Context: an optimization exercise on an open-source flow, tuned for a short achievable clock period. The choices shown serve that exercise and are no tape-out recipe.
Function was checked by simulation only, so behaviour that the tests miss may differ from the original.
No driver is modelled on the clock port, so clock power and skew are understated where the tree is cut down; a real chip needs a root buffer or a tree.
No activity file was given, so power comes from the tool's default toggle rates.

Design tofpet_readout, start of the top module:
module tofpet_readout (
	input  logic                         clkin_parallel,
	input  logic                         cpu_resetn,
	input  logic [6-1:0]  hit_valid,
	input  logic [6*32-1:0] hit_data,	 
	input  logic                         cmd_valid,
	input  logic [8:0]                   cmd,		 
	output logic                         cmd_credit,
	output logic                         res_valid,
	output logic [32+5:0]    res,		 
	input  logic                         res_credit
);
Size in the first run: ~5,100 cells after synthesis, roughly 250 I/O pins, about 0.081 mm2 of cells after synthesis.
==> flow/config.mk <==
export PLATFORM = sky130hd
export DESIGN_NAME = tofpet_readout
export DESIGN_NICKNAME = tofpet_readout
export VERILOG_FILES = /design/flow/design.v
export SDC_FILE = /design/flow/constraint.sdc
export NUM_CORES = 4
export LEC_CHECK = 0
export CAP_MARGIN = 20
export CORE_MARGIN = 2
export CORE_UTILIZATION = 50
export PLACE_DENSITY = 0.65
export SETUP_SLACK_MARGIN = 3.0
export SLEW_MARGIN = 20
export TNS_END_PERCENT = 100
==> flow/constraint.sdc <==
create_clock -name core_clock -period 4.0 [get_ports {clkin_parallel}]
set_input_delay 0.8000 -clock core_clock [delete_from_list [all_inputs] [get_ports {clkin_parallel}]]
set_output_delay 0.8000 -clock core_clock [all_outputs]
set_load 0.01 [all_outputs]
standard.sh (not shown) runs the stock make flow with config.mk's settings and CLKGATE_MAP_FILE= SYNTH_SCRIPT=/design/flow/synth_recipe.tcl, a recipe that flattens the netlist after the stock synthesis.
==> flow/flow/run.sh <==
#!/bin/bash
set -euo pipefail
export PRE_CTS_TCL="$(pwd)/flow/pre_cts.tcl"
export BUFFER_PORTS_ARGS="-buffer_cell sky130_fd_sc_hd__buf_8"
bash standard.sh > flow.log 2>&1
Other scripts of this flow, unchanged in this note and not shown: flow/flow/pre_cts.tcl, flow/flow/tree.tcl
Then changed:
--- a/flow/design.v
+++ b/flow/design.v
@@ -73,14 +73,15 @@
 	logic [RD-1:0]     rth;			 
 	logic [RD-1:0]     rth_nx;
 	logic [RW-1:0]     word;		 
 	logic [CH-1:0]         h_empty;
 	logic [CH-1:0]         h_full;
 	logic [CH-1:0]         ovf;
 	logic [CH-1:0][HD-1:0] h_th;
+	logic [CH-1:0][HD-1:0] h_th_nx;
 	logic [CH-1:0][W-1:0]  h_head;	 
 	logic [CH-1:0]         h_pop;
 	logic                  clr_ovf;
 	logic [CH*HD*W-1:0]    hmem;	 
 	logic [CH-1:0]         empty_nx;	 
 	logic [CH-1:0]         full_nx;
 	logic [CH-1:0]         ovf_nx;
@@ -130,14 +131,15 @@
 				th_nx = {1'b0, th[HD-1:1]};
 			else
 				th_nx = th;
 		assign empty_nx[i] = ~th_nx[0];
 		assign full_nx[i]  = th_nx[HD-1];
 		assign ovf_nx[i]   = (ovf[i] & ~clr_ovf) | (hit_valid[i] & th[HD-1]);
 		assign h_th[i]    = th;
+		assign h_th_nx[i] = th_nx;
 		logic [W-1:0]  head_nx;
 		logic [W-1:0]  hg;
 		assign rd_nx = pop ? {rd[HD-2:0], rd[HD-1]} : rd;
 		always_ff @(posedge clkin_parallel)
 			if (!cpu_resetn)
 				rsel <= HD'(1);
 			else
@@ -216,27 +218,42 @@
 	end
 	logic [2:0]    h_ch;
 	logic [CH-1:0] h_oh;
 	logic [HD-1:0] h_cth;
 	logic          h_status;
 	logic          h_err;
 	assign {h_err, h_status, h_cth, h_oh, h_ch} = ce[CW-1:0];
-	logic [HD-1:0] sel_th;		 
 	logic [CH-1:0] go_oh;		 
+	logic [HD-1:0] rs_q;		 
+	logic [CW-1:0] ce0_nx;		 
+	logic [CH-1:0] go_nx;
+	logic [HD-1:0] sel_th_nx;	 
 	logic          done;		 
 	logic          busy_nx;
 	logic          cne_nx;		 
+	assign ce0_nx = cld[0] ? cin : (csh[0] ? ce[CW +: CW] : ce[CW-1:0]);
 	always_comb
 	begin
-		sel_th = '0;
+		sel_th_nx = '0;
 		for (int i = 0; i < CH; i++)
-			sel_th = sel_th | (h_th[i] & {HD{h_oh[i]}});
+			sel_th_nx = sel_th_nx | (h_th_nx[i] & {HD{ce0_nx[3+i]}});
 		for (int i = 0; i < CH; i++)
-			go_oh[i] = h_oh[i] & h_cth[0] & h_th[i][0];
+			go_nx[i] = ce0_nx[3+i] & ce0_nx[3+CH] & h_th_nx[i][0];
 	end
+	always_ff @(posedge clkin_parallel)
+		if (!cpu_resetn)
+		begin
+			go_oh <= '0;
+			rs_q  <= '0;
+		end
+		else
+		begin
+			go_oh <= go_nx;
+			rs_q  <= ce0_nx[3+CH +: HD] & sel_th_nx;
+		end
 	assign done    = rpush & (st_single | ~rem[1]);
 	assign busy_nx = acc | (busy & ~done);
 	assign cne_nx  = cpush | cth[1] | (cth[0] & ~acc);
 	logic          st_single_nx;
 	always_comb
 	begin
 		st_single_nx = st_single;
@@ -286,15 +303,15 @@
 			csh        <= csh_nx;
 		end
 	end
 	always_ff @(posedge clkin_parallel)
 	begin
 		if (acc)
 		begin
-			rem      <= h_cth & sel_th;		 
+			rem      <= rs_q;		 
 			chan_q   <= h_ch;
 			kind_q   <= {h_err, h_status};
 			status_q <= h_status;
 			err_q    <= h_err;
 		end
 		else if (rpush)
 			rem <= {1'b0, rem[HD-1:1]};
Outcome: The new run ran to the end with no violations; setup slack loses 0.12 ns; fmax came out lower by a few percent; critical path depth grows by 9; final area climbs slightly; wire length went up by a few percent; sequential share of layout area drops by 0.18 points; total power falls by a few percent; via count is lower slightly; global-route usage rises by 0.95 points.
No run of this note takes its clock network from TritonCTS; it comes from the design's own scripts or RTL.

==> static timing again, ports no longer ideal <==
In the flow no input, the clock included, has a driving cell. The finished layouts below were timed again as built, in two steps. Step 1 assumes that a clkbuf_16 drives the clock port and a buf_2 every other input. Step 2 also shifts input and output timing later by t, the mid clock arrival at the registers, as if the neighbouring blocks saw the same clock. Slacks: ideal ports / drivers / drivers and shift; pairs: ideal ports / drivers.
run	t (ns)	slack for setup (ns)	worst setup path after step 2	slew at the worst register clock pin (ns)	pins driven straight from the clock port
the first run	0.749	2.177 / 1.984 / 1.691	input to register	0.12 / 0.12	4
the second run	0.760	2.056 / 1.978 / 1.527	input to register	0.13 / 0.13	4
After both steps every run listed still meets setup and hold. For the second run, which loses most, drivers alone change the setup slack by -0.078 ns; drivers and shift together by -0.529 ns.
